Source: an optimization exercise on an open RTL-to-GDS flow (aim: small area, a short achievable clock period and few clock cycles per item). Production flows keep margins and buffers that such runs may drop. RTL that was checked went through simulation tests only; none was proved equivalent to the original. The clock port is modelled as an ideal driver, which makes a skipped or thinned clock tree look cheaper than it is; a real chip needs a root buffer or a tree. No activity file was given, so power comes from the tool's default toggle rates.

==> flow/design.v (excerpt) <==
module wr_req_merge_top (
  input  wire                                        clk,
  input  wire                                        rst_n,
  input  wire [5-1:0]                    req_en,
  input  wire [5*32-1:0] req_data,
  output logic [5-1:0]                   req_avail_in,
  input  wire                                        avail_out,
  output logic                                       out_en,
  output logic [32-1:0]              out_data
);
Size in the first run: ~1400 cells after synthesis, about 720 flip-flops, about 210 I/O pins, about 26000 um^2 of cells after synthesis.
==> module wr_req_merge_top, before the edit <==
module wr_req_merge_top (
  input  wire                                        clk,
  input  wire                                        rst_n,
  input  wire [5-1:0]                    req_en,
  input  wire [5*32-1:0] req_data,
  output logic [5-1:0]                   req_avail_in,
  input  wire                                        avail_out,
  output logic                                       out_en,
  output logic [32-1:0]              out_data
);
  localparam int P = 5;
  localparam int DW = 32;
  localparam int BL = 4;
  logic [DW-1:0] slot [0:P*BL-1];
  logic [P*3-1:0] cnt;        
  logic [P*2-1:0] wp;         
  logic [P*BL-1:0] le;        
  logic [P-1:0] we;
  logic [P-1:0] full;
  logic av_r;
  logic active;               
  logic [P-1:0] cur;          
  logic [BL-1:0] widx;        
  logic [P*BL-1:0] sel;       
  logic [P-1:0] rr;           
  logic [P-1:0] cand;
  logic [P-1:0] pick;
  logic any;
  logic [P-1:0] almost;       
  logic [P-1:0] cand_idle;
  logic [P-1:0] pick_idle;
  logic send;
  logic last;
  assign cand = full & ~cur;
  assign any = |cand;
  assign cand_idle = full | (almost & req_en);
  always_comb begin
    pick_idle = '0;
    for (int i = P - 1; i >= 0; i--) begin
      if (cand_idle[i]) begin
        pick_idle = '0;
        pick_idle[i] = 1'b1;
      end
    end
  end
  always_comb begin
    logic found;
    pick = '0;
    found = 1'b0;
    for (int k = 0; k < P; k++) begin
      for (int i = 0; i < P; i++) begin
        if (rr[k] && !found && cand[(k + i) % P]) begin
          pick[(k + i) % P] = 1'b1;
          found = 1'b1;
        end
      end
    end
  end
  assign send = av_r && active;
  assign last = send && widx[BL-1];
  for (genvar i = 0; i < P; i++) begin : gen_sel
    assign sel[BL*i +: BL] = widx & {BL{cur[i]}};
  end
  always_ff @(posedge clk or negedge rst_n) begin
    if (!rst_n) begin
      av_r <= 1'b0;
      active <= 1'b0;
      cur <= '0;
      widx <= BL'(1);
      rr <= P'(1);
      out_en <= 1'b0;
    end else begin
      av_r <= avail_out;
      out_en <= send;
      if (!active) begin
        cur <= pick_idle;
        active <= |cand_idle;
        widx <= BL'(1);
      end else if (last) begin
        cur <= pick;
        active <= any;
        widx <= BL'(1);
      end else if (send) begin
        widx <= {widx[BL-2:0], widx[BL-1]};
      end
      if (last && any) begin
        rr <= {pick[P-2:0], pick[P-1]};
      end
    end
  end
  for (genvar i = 0; i < P; i++) begin : gen_client
    logic [1:0] wpi;
    logic [1:0] wpx;
    logic [2:0] ci;
    logic rdi;
    logic fulln;
    assign wpi = wp[2*i +: 2];
    assign ci = cnt[3*i +: 3];
    assign we[i] = req_en[i];
    assign rdi = send && cur[i];
    assign wpx = wpi + {1'b0, we[i]};
    assign fulln = !rdi && (we[i] ? (ci == 3'd3) : ci[2]);
    assign full[i] = ci[2];
    assign almost[i] = (ci == 3'd3);
    for (genvar j = 0; j < BL; j++) begin : gen_le
      assign le[BL*i+j] = (wpi == 2'(j)) && !ci[2];
    end
    for (genvar j = 0; j < BL; j++) begin : gen_slot
      always_ff @(posedge clk) begin
        if (le[BL*i+j]) begin
          slot[BL*i+j] <= req_data[DW*i +: DW];
        end
      end
    end
    always_ff @(posedge clk or negedge rst_n) begin
      if (!rst_n) begin
        cnt[3*i +: 3] <= '0;
        wp[2*i +: 2] <= '0;
        req_avail_in[i] <= 1'b0;
      end else begin
        if (we[i] && !rdi) begin
          cnt[3*i +: 3] <= ci + 3'd1;
        end else if (rdi && !we[i]) begin
          cnt[3*i +: 3] <= ci - 3'd1;
        end
        wp[2*i +: 2] <= wpx;
        req_avail_in[i] <= !fulln;
      end
    end
  end
  always_ff @(posedge clk) begin
    logic [DW-1:0] d;
    d = '0;
    for (int k = 0; k < P*BL; k++) begin
      d = d | (slot[k] & {DW{sel[k]}});
    end
    out_data <= d;
  end
endmodule
clock: 5.5 ns
lec_check: 0
cap_margin: 20
core_margin: 2
core_utilization: 70
setup_slack_margin: 3.55
slew_margin: 20
standard.sh (not shown) runs the stock make flow with config.mk's settings and CLKGATE_MAP_FILE= SYNTH_SCRIPT=/design/flow/synth_recipe.tcl, a recipe that flattens the netlist after the stock synthesis.
==> flow/flow/run.sh <==
#!/bin/bash
# The standard layout (standard.sh, unchanged synthesis), with three
# changes to how the layout is made:
# - ports are buffered with buf_1 cells (repair sizes them up where timing
#   needs it) instead of the larger default buffer;
# - outbuf_pull.tcl, run before detailed placement, puts each output
#   port's buffer next to the register that drives it;
# - the flow settings in config.mk.
# Each ORFS step writes its full log under orfs/logs; make's own output goes
# to standard_flow.log here.
set -euo pipefail
here=$(cd "$(dirname "${BASH_SOURCE[0]}")" && pwd)
export CTS_ARGS="-sink_clustering_enable -repair_clock_nets -dont_use_dummy_load -sink_clustering_size 30 -sink_clustering_max_diameter 60 -buf_list sky130_fd_sc_hd__clkbuf_16"
export POST_CTS_TCL="$here/collapse_root.tcl"
export BUFFER_PORTS_ARGS="-buffer_cell sky130_fd_sc_hd__buf_1"
export PRE_DETAIL_PLACE_TCL="$here/outbuf_pull.tcl"
bash standard.sh > standard_flow.log 2>&1
Other scripts of this flow, unchanged in this note and not shown: flow/flow/collapse_root.tcl, flow/flow/outbuf_pull.tcl
The baseline completed with no timing, DRC or antenna violations.
Next try:
--- a/flow/design.v
+++ b/flow/design.v
@@ -32,9 +32,9 @@
   logic [P-1:0] cand_idle;
   logic [P-1:0] pick_idle;
   logic send;
   logic last;
-  assign cand = full & ~cur;
+  assign cand = full & ~(cur & {P{active}});
   assign any = |cand;
   assign cand_idle = full | (almost & req_en);
   always_comb begin
     pick_idle = '0;
Clock power stays flat.
Power went up by a few percent.
Hold slack loses 14 ps.
Sequential share of layout area goes down by 0.69 points.
Routed wire length went up slightly.
Worst setup slack gets worse by 130 ps.
Fmax decreases by a few percent.
Area after synthesis goes up slightly.
No functional check of the RTL was part of any run of this note.


The RTL this note starts from:
==> flow/design.v <==
`timescale 1ns/10ps
`default_nettype none
module wr_req_merge_top (
  input  wire                                        clk,
  input  wire                                        rst_n,
  input  wire [5-1:0]                    req_en,
  input  wire [5*32-1:0] req_data,
  output logic [5-1:0]                   req_avail_in,
  input  wire                                        avail_out,
  output logic                                       out_en,
  output logic [32-1:0]              out_data
);
  localparam int P = 5;
  localparam int DW = 32;
  localparam int BL = 4;
  logic [DW-1:0] slot [0:P*BL-1];
  logic [P*3-1:0] cnt;        
  logic [P*2-1:0] wp;         
  logic [P*BL-1:0] le;        
  logic [P-1:0] we;
  logic [P-1:0] full;
  logic av_r;
  logic active;               
  logic [P-1:0] cur;          
  logic [BL-1:0] widx;        
  logic [P*BL-1:0] sel;       
  logic [P-1:0] nxt;          
  logic nv;
  logic [P-1:0] rr;           
  logic [P-1:0] cand;
  logic [P-1:0] pick;
  logic any;
  logic send;
  logic last;
  logic load;
  assign cand = full & ~(cur & {P{active}}) & ~(nxt & {P{nv}});
  assign any = |cand;
  always_comb begin
    logic found;
    pick = '0;
    found = 1'b0;
    for (int k = 0; k < P; k++) begin
      for (int i = 0; i < P; i++) begin
        if (rr[k] && !found && cand[(k + i) % P]) begin
          pick[(k + i) % P] = 1'b1;
          found = 1'b1;
        end
      end
    end
  end
  assign send = av_r && active;
  assign last = send && widx[BL-1];
  assign load = last || !active;
  for (genvar i = 0; i < P; i++) begin : gen_sel
    assign sel[BL*i +: BL] = widx & {BL{cur[i]}};
  end
  always_ff @(posedge clk or negedge rst_n) begin
    if (!rst_n) begin
      av_r <= 1'b0;
      active <= 1'b0;
      cur <= '0;
      widx <= BL'(1);
      nxt <= '0;
      nv <= 1'b0;
      rr <= P'(1);
      out_en <= 1'b0;
    end else begin
      av_r <= avail_out;
      out_en <= send;
      if (load) begin
        cur <= nv ? nxt : pick;
        active <= nv || any;
        widx <= BL'(1);
      end else if (send) begin
        widx <= {widx[BL-2:0], widx[BL-1]};
      end
      if (!load && !nv) begin
        nxt <= pick;
        nv <= any;
      end else if (load) begin
        nv <= 1'b0;
      end
      if (!nv && any) begin
        rr <= {pick[P-2:0], pick[P-1]};
      end
    end
  end
  for (genvar i = 0; i < P; i++) begin : gen_client
    logic [1:0] wpi;
    logic [1:0] wpx;
    logic [2:0] ci;
    logic rdi;
    logic fulln;
    assign wpi = wp[2*i +: 2];
    assign ci = cnt[3*i +: 3];
    assign we[i] = req_en[i];
    assign rdi = send && cur[i];
    assign wpx = wpi + {1'b0, we[i]};
    assign fulln = !rdi && (we[i] ? (ci == 3'd3) : ci[2]);
    assign full[i] = ci[2];
    for (genvar j = 0; j < BL; j++) begin : gen_le
      assign le[BL*i+j] = (wpi == 2'(j)) && !ci[2];
    end
    for (genvar j = 0; j < BL; j++) begin : gen_slot
      always_ff @(posedge clk) begin
        if (le[BL*i+j]) begin
          slot[BL*i+j] <= req_data[DW*i +: DW];
        end
      end
    end
    always_ff @(posedge clk or negedge rst_n) begin
      if (!rst_n) begin
        cnt[3*i +: 3] <= '0;
        wp[2*i +: 2] <= '0;
        req_avail_in[i] <= 1'b0;
      end else begin
        if (we[i] && !rdi) begin
          cnt[3*i +: 3] <= ci + 3'd1;
        end else if (rdi && !we[i]) begin
          cnt[3*i +: 3] <= ci - 3'd1;
        end
        wp[2*i +: 2] <= wpx;
        req_avail_in[i] <= !fulln;
      end
    end
  end
  always_ff @(posedge clk) begin
    logic [DW-1:0] d;
    d = '0;
    for (int k = 0; k < P*BL; k++) begin
      d = d | (slot[k] & {DW{sel[k]}});
    end
    out_data <= d;
  end
endmodule
`default_nettype wire
clock: 5.5 ns
lec_check: 0
cap_margin: 20
core_margin: 2
core_utilization: 70
setup_slack_margin: 3.5
slew_margin: 20
==> flow/flow/run.sh <==
#!/bin/bash
set -euo pipefail
here=$(cd "$(dirname "${BASH_SOURCE[0]}")" && pwd)
export CTS_ARGS="-sink_clustering_enable -repair_clock_nets -dont_use_dummy_load -sink_clustering_size 30 -sink_clustering_max_diameter 60 -buf_list sky130_fd_sc_hd__clkbuf_16"
export POST_CTS_TCL="$here/collapse_root.tcl"
export BUFFER_PORTS_ARGS="-buffer_cell sky130_fd_sc_hd__buf_2"
bash standard.sh > standard_flow.log 2>&1
==> flow/flow/collapse_root.tcl <==
set block [ord::get_db_block]
set clk_net [[$block findBTerm clk] getNet]
set loads {}
foreach it [$clk_net getITerms] {
  if {[[$it getMTerm] getIoType] eq "INPUT"} { lappend loads $it }
}
if {[llength $loads] == 1} {
  set root [[lindex $loads 0] getInst]
  set root_net ""
  foreach it [$root getITerms] {
    if {[[$it getMTerm] getIoType] eq "OUTPUT"} { set root_net [$it getNet] }
  }
  set outs {}
  foreach it [$root_net getITerms] {
    if {[[$it getMTerm] getIoType] eq "INPUT"} { lappend outs $it }
  }
  if {[string match *clkbuf* [[$root getMaster] getName]] && [llength $outs] <= 4} {
    puts "collapse_root: [$root getName] drove [llength $outs] cells; the clock port drives them now"
    foreach it $outs {
      $it disconnect
      $it connect $clk_net
    }
    odb::dbInst_destroy $root
    odb::dbNet_destroy $root_net
  } else {
    puts "collapse_root: root [$root getName] drives [llength $outs] cells; tree kept"
  }
}
Rerun with:
--- a/flow/design.v
+++ b/flow/design.v
@@ -14,11 +14,12 @@
   localparam int DW = 32;
   localparam int BL = 4;
   logic [DW-1:0] slot [0:P*BL-1];
-  logic [P*3-1:0] cnt;        
-  logic [P*2-1:0] wp;         
+  logic [P*BL-1:0] v;         
+  logic [P*BL-1:0] wp;        
   logic [P*BL-1:0] le;        
+  logic [P*BL-1:0] rd;        
   logic [P-1:0] we;
-  logic [P-1:0] full;
+  logic [P-1:0] full;       
   logic av_r;
   logic active;               
   logic [P-1:0] cur;          
@@ -33,7 +34,7 @@
   logic send;
   logic last;
   logic load;
-  assign cand = full & ~(cur & {P{active}}) & ~(nxt & {P{nv}});
+  assign cand = full & ~(cur & {P{active}});
   assign any = |cand;
   always_comb begin
     logic found;
@@ -52,7 +53,7 @@
   assign last = send && widx[BL-1];
   assign load = last || !active;
   for (genvar i = 0; i < P; i++) begin : gen_sel
-    assign sel[BL*i +: BL] = widx & {BL{cur[i]}};
+    assign rd[BL*i +: BL] = widx & {BL{send && cur[i]}};
   end
   always_ff @(posedge clk or negedge rst_n) begin
     if (!rst_n) begin
@@ -60,6 +61,7 @@
       active <= 1'b0;
       cur <= '0;
       widx <= BL'(1);
+      sel <= '0;
       nxt <= '0;
       nv <= 1'b0;
       rr <= P'(1);
@@ -71,8 +73,14 @@
         cur <= nv ? nxt : pick;
         active <= nv || any;
         widx <= BL'(1);
+        for (int i = 0; i < P; i++) begin
+          sel[BL*i +: BL] <= {BL{nv ? nxt[i] : pick[i]}} & BL'(1);
+        end
       end else if (send) begin
         widx <= {widx[BL-2:0], widx[BL-1]};
+        for (int i = 0; i < P; i++) begin
+          sel[BL*i +: BL] <= {BL{cur[i]}} & {widx[BL-2:0], widx[BL-1]};
+        end
       end
       if (!load && !nv) begin
         nxt <= pick;
@@ -86,21 +94,17 @@
     end
   end
   for (genvar i = 0; i < P; i++) begin : gen_client
-    logic [1:0] wpi;
-    logic [1:0] wpx;
-    logic [2:0] ci;
-    logic rdi;
-    logic fulln;
-    assign wpi = wp[2*i +: 2];
-    assign ci = cnt[3*i +: 3];
-    assign we[i] = req_en[i];
-    assign rdi = send && cur[i];
-    assign wpx = wpi + {1'b0, we[i]};
-    assign fulln = !rdi && (we[i] ? (ci == 3'd3) : ci[2]);
-    assign full[i] = ci[2];
-    for (genvar j = 0; j < BL; j++) begin : gen_le
-      assign le[BL*i+j] = (wpi == 2'(j)) && !ci[2];
-    end
+    logic [BL-1:0] wpi;
+    logic [BL-1:0] wpn;
+    logic [BL-1:0] wpx;
+    logic [BL-1:0] vn;
+    logic [BL-1:0] fr;
+    assign wpi = wp[BL*i +: BL];
+    assign wpn = {wpi[BL-2:0], wpi[BL-1]};
+    assign we[i] = req_en[i] && (|le[BL*i +: BL]);
+    assign vn = (v[BL*i +: BL] & ~rd[BL*i +: BL]) | (wpi & {BL{we[i]}});
+    assign wpx = we[i] ? wpn : wpi;
+    assign full[i] = &vn;
     for (genvar j = 0; j < BL; j++) begin : gen_slot
       always_ff @(posedge clk) begin
         if (le[BL*i+j]) begin
@@ -110,17 +114,15 @@
     end
     always_ff @(posedge clk or negedge rst_n) begin
       if (!rst_n) begin
-        cnt[3*i +: 3] <= '0;
-        wp[2*i +: 2] <= '0;
+        v[BL*i +: BL] <= '0;
+        le[BL*i +: BL] <= '0;
+        wp[BL*i +: BL] <= BL'(1);
         req_avail_in[i] <= 1'b0;
       end else begin
-        if (we[i] && !rdi) begin
-          cnt[3*i +: 3] <= ci + 3'd1;
-        end else if (rdi && !we[i]) begin
-          cnt[3*i +: 3] <= ci - 3'd1;
-        end
-        wp[2*i +: 2] <= wpx;
-        req_avail_in[i] <= !fulln;
+        v[BL*i +: BL] <= vn;
+        le[BL*i +: BL] <= wpx & ~vn;
+        wp[BL*i +: BL] <= wpx;
+        req_avail_in[i] <= |(wpx & ~vn);
       end
     end
   end
Effect: The changed run finished clean; flip-flop and latch count came out higher by 55; cell count came out higher by 11%; via count came out higher by 12%; total power came out lower by 32%; global-route usage came out higher by 1.9 points; non-clock buffer count came out higher by 53.
No functional check of the RTL was part of any run of this note.


Another version of the RTL of wr_req_merge_top (not shown whole).
Size: roughly 790 flip-flops, roughly 210 I/O pins, ~28000 µm² of cells after synthesis.
==> module wr_req_merge_top, before the edit <==
module wr_req_merge_top (
  input  wire                                        clk,
  input  wire                                        rst_n,
  input  wire [5-1:0]                    req_en,
  input  wire [5*32-1:0] req_data,
  output logic [5-1:0]                   req_avail_in,
  input  wire                                        avail_out,
  output logic                                       out_en,
  output logic [32-1:0]              out_data
);
  localparam int P = 5;
  localparam int DW = 32;
  localparam int BL = 4;
  logic [DW-1:0] slot [0:P*BL-1];
  logic [P*BL-1:0] v;         
  logic [P*BL-1:0] wp;        
  logic [P*BL-1:0] le;        
  logic [P*BL-1:0] rd;        
  logic [P-1:0] we;
  logic [P-1:0] full;
  logic av_r;
  logic active;               
  logic [P-1:0] cur;          
  logic [BL-1:0] widx;        
  logic [P*BL-1:0] sel;       
  logic [P-1:0] nxt;          
  logic nv;
  logic [P-1:0] rr;           
  logic [P-1:0] cand;
  logic [P-1:0] pick;
  logic any;
  logic send;
  logic last;
  logic load;
  assign cand = full & ~(cur & {P{active}}) & ~(nxt & {P{nv}});
  assign any = |cand;
  always_comb begin
    logic found;
    pick = '0;
    found = 1'b0;
    for (int k = 0; k < P; k++) begin
      for (int i = 0; i < P; i++) begin
        if (rr[k] && !found && cand[(k + i) % P]) begin
          pick[(k + i) % P] = 1'b1;
          found = 1'b1;
        end
      end
    end
  end
  assign send = av_r && active;
  assign last = send && widx[BL-1];
  assign load = last || !active;
  for (genvar i = 0; i < P; i++) begin : gen_sel
    assign rd[BL*i +: BL] = widx & {BL{send && cur[i]}};
  end
  always_ff @(posedge clk or negedge rst_n) begin
    if (!rst_n) begin
      av_r <= 1'b0;
      active <= 1'b0;
      cur <= '0;
      widx <= BL'(1);
      sel <= '0;
      nxt <= '0;
      nv <= 1'b0;
      rr <= P'(1);
      out_en <= 1'b0;
    end else begin
      av_r <= avail_out;
      out_en <= send;
      if (load) begin
        cur <= nv ? nxt : pick;
        active <= nv || any;
        widx <= BL'(1);
        for (int i = 0; i < P; i++) begin
          sel[BL*i +: BL] <= {BL{nv ? nxt[i] : pick[i]}} & BL'(1);
        end
      end else if (send) begin
        widx <= {widx[BL-2:0], widx[BL-1]};
        for (int i = 0; i < P; i++) begin
          sel[BL*i +: BL] <= {BL{cur[i]}} & {widx[BL-2:0], widx[BL-1]};
        end
      end
      if (load != nv) begin
        nxt <= pick;
        nv <= any;
      end else if (load) begin
        nv <= 1'b0;
      end
      if ((load || !nv) && any) begin
        rr <= {pick[P-2:0], pick[P-1]};
      end
    end
  end
  for (genvar i = 0; i < P; i++) begin : gen_client
    logic [BL-1:0] wpi;
    logic [BL-1:0] wpn;
    logic [BL-1:0] wpx;
    logic [BL-1:0] vn;
    logic [BL-1:0] fr;
    assign wpi = wp[BL*i +: BL];
    assign wpn = {wpi[BL-2:0], wpi[BL-1]};
    assign we[i] = req_en[i] && (|le[BL*i +: BL]);
    assign vn = (v[BL*i +: BL] & ~rd[BL*i +: BL]) | (wpi & {BL{we[i]}});
    assign wpx = we[i] ? wpn : wpi;
    for (genvar j = 0; j < BL; j++) begin : gen_slot
      always_ff @(posedge clk) begin
        if (le[BL*i+j]) begin
          slot[BL*i+j] <= req_data[DW*i +: DW];
        end
      end
    end
    always_ff @(posedge clk or negedge rst_n) begin
      if (!rst_n) begin
        v[BL*i +: BL] <= '0;
        le[BL*i +: BL] <= '0;
        full[i] <= 1'b0;
        wp[BL*i +: BL] <= BL'(1);
        req_avail_in[i] <= 1'b0;
      end else begin
        v[BL*i +: BL] <= vn;
        le[BL*i +: BL] <= wpx & ~vn;
        full[i] <= &vn;
        wp[BL*i +: BL] <= wpx;
        req_avail_in[i] <= |(wpx & ~vn);
      end
    end
  end
  always_ff @(posedge clk) begin
    logic [DW-1:0] d;
    d = '0;
    for (int k = 0; k < P*BL; k++) begin
      d = d | (slot[k] & {DW{sel[k]}});
    end
    out_data <= d;
  end
endmodule
export LEC_CHECK = 0
export CAP_MARGIN = 20
export CORE_MARGIN = 2
export CORE_UTILIZATION = 70
export SETUP_SLACK_MARGIN = 3.5
export SLEW_MARGIN = 20
create_clock -name core_clock -period 5.5 [get_ports {clk}]
Scripts as last shown in full above: flow/flow/run.sh, flow/flow/collapse_root.tcl
The baseline completed without violations.
==> next run, changes <==
--- a/flow/design.v
+++ b/flow/design.v
@@ -15,8 +15,7 @@
   localparam int BL = 4;
   logic [DW-1:0] slot [0:P*BL-1];
-  logic [P*BL-1:0] v;         
+  logic [P*(BL+1)-1:0] cnt;   
   logic [P*BL-1:0] wp;        
   logic [P*BL-1:0] le;        
-  logic [P*BL-1:0] rd;        
   logic [P-1:0] we;
   logic [P-1:0] full;
@@ -54,5 +53,5 @@
   assign load = last || !active;
   for (genvar i = 0; i < P; i++) begin : gen_sel
-    assign rd[BL*i +: BL] = widx & {BL{send && cur[i]}};
+    assign sel[BL*i +: BL] = widx & {BL{cur[i]}};
   end
   always_ff @(posedge clk or negedge rst_n) begin
@@ -62,5 +61,4 @@
       cur <= '0;
       widx <= BL'(1);
-      sel <= '0;
       nxt <= '0;
       nv <= 1'b0;
@@ -74,14 +72,8 @@
         active <= nv || any;
         widx <= BL'(1);
-        for (int i = 0; i < P; i++) begin
-          sel[BL*i +: BL] <= {BL{nv ? nxt[i] : pick[i]}} & BL'(1);
-        end
       end else if (send) begin
         widx <= {widx[BL-2:0], widx[BL-1]};
-        for (int i = 0; i < P; i++) begin
-          sel[BL*i +: BL] <= {BL{cur[i]}} & {widx[BL-2:0], widx[BL-1]};
-        end
       end
-      if (load != nv) begin
+      if (!load && !nv) begin
         nxt <= pick;
         nv <= any;
@@ -89,5 +81,5 @@
         nv <= 1'b0;
       end
-      if ((load || !nv) && any) begin
+      if (!nv && any) begin
         rr <= {pick[P-2:0], pick[P-1]};
       end
@@ -96,13 +88,15 @@
   for (genvar i = 0; i < P; i++) begin : gen_client
     logic [BL-1:0] wpi;
-    logic [BL-1:0] wpn;
     logic [BL-1:0] wpx;
-    logic [BL-1:0] vn;
-    logic [BL-1:0] fr;
+    logic [BL:0] ci;
+    logic rdi;
+    logic fulln;
     assign wpi = wp[BL*i +: BL];
-    assign wpn = {wpi[BL-2:0], wpi[BL-1]};
-    assign we[i] = req_en[i] && (|le[BL*i +: BL]);
-    assign vn = (v[BL*i +: BL] & ~rd[BL*i +: BL]) | (wpi & {BL{we[i]}});
-    assign wpx = we[i] ? wpn : wpi;
+    assign ci = cnt[(BL+1)*i +: BL+1];
+    assign we[i] = req_en[i];
+    assign rdi = send && cur[i];
+    assign wpx = we[i] ? {wpi[BL-2:0], wpi[BL-1]} : wpi;
+    assign fulln = !rdi && (we[i] ? ci[BL-1] : ci[BL]);
+    assign full[i] = ci[BL];
     for (genvar j = 0; j < BL; j++) begin : gen_slot
       always_ff @(posedge clk) begin
@@ -114,15 +108,17 @@
     always_ff @(posedge clk or negedge rst_n) begin
       if (!rst_n) begin
-        v[BL*i +: BL] <= '0;
+        cnt[(BL+1)*i +: BL+1] <= (BL+1)'(1);
         le[BL*i +: BL] <= '0;
-        full[i] <= 1'b0;
         wp[BL*i +: BL] <= BL'(1);
         req_avail_in[i] <= 1'b0;
       end else begin
-        v[BL*i +: BL] <= vn;
-        le[BL*i +: BL] <= wpx & ~vn;
-        full[i] <= &vn;
+        if (we[i] && !rdi) begin
+          cnt[(BL+1)*i +: BL+1] <= {ci[BL-1:0], 1'b0};
+        end else if (rdi && !we[i]) begin
+          cnt[(BL+1)*i +: BL+1] <= {1'b0, ci[BL:1]};
+        end
+        le[BL*i +: BL] <= wpx & {BL{!fulln}};
         wp[BL*i +: BL] <= wpx;
-        req_avail_in[i] <= |(wpx & ~vn);
+        req_avail_in[i] <= !fulln;
       end
     end
Outcome: The changed run finished with timing, DRC and antenna clean; register-to-register slack improves by 140 ps; clock skew increases by 6.5 ps; worst setup slack improves by 98 ps; wire length decreases by 9.3%; clock-buffer cell count does not change; cell count decreases by 4.5%; core utilization decreases by 1.3 points; synthesized cell count decreases by 2.4%; sequential cell count decreases by 20.
Testbench counts after the change, summed over its fixed seeds: cycles 11,916, items 9,752.
No functional check of the RTL was part of the first run of this note.

==> port drivers added, routing unchanged <==
Ports are ideal in the flow. The routed layouts listed here were re-timed in OpenROAD. Step 1 (the two cells are an assumption about what drives the block):
set clk [get_ports {clk}]
set_driving_cell -lib_cell sky130_fd_sc_hd__clkbuf_16 $clk
set_driving_cell -lib_cell sky130_fd_sc_hd__buf_2 [delete_from_list [all_inputs] $clk]
Step 2 moves the port delays by t, midway between the first and last clock arrival at a register: inputs arrive t later, outputs are due t later. That takes back most of the time a late clock gives input paths. a / b / c = no drivers / after step 1 / after step 2; a / b = the first two.
run	shift t [ns]	slack for setup (ns)	worst register clock-pin slew, ns	worst data-port slew with drivers (ns)
the first run of note 1	0.475	3.512 / 3.437 / 3.199	0.10 / 0.10	0.11
the second run of note 1	0.500	3.381 / 3.381 / 3.143	0.11 / 0.11	0.10
the first run of note 2	0.493	3.487 / 3.365 / 3.221	0.11 / 0.11	0.11
the second run of note 2	0.509	2.892 / 2.933 / 2.455	0.11 / 0.11	0.10
the first run of note 3	0.501	3.398 / 3.320 / 2.970	0.11 / 0.11	0.10
the second run of note 3	0.490	3.496 / 3.379 / 3.184	0.11 / 0.11	0.10
After both steps setup and hold are still met in every run listed. The setup slack of the second run of note 2, which loses most, moves by +0.041 ns with the drivers and by -0.437 ns with both steps.
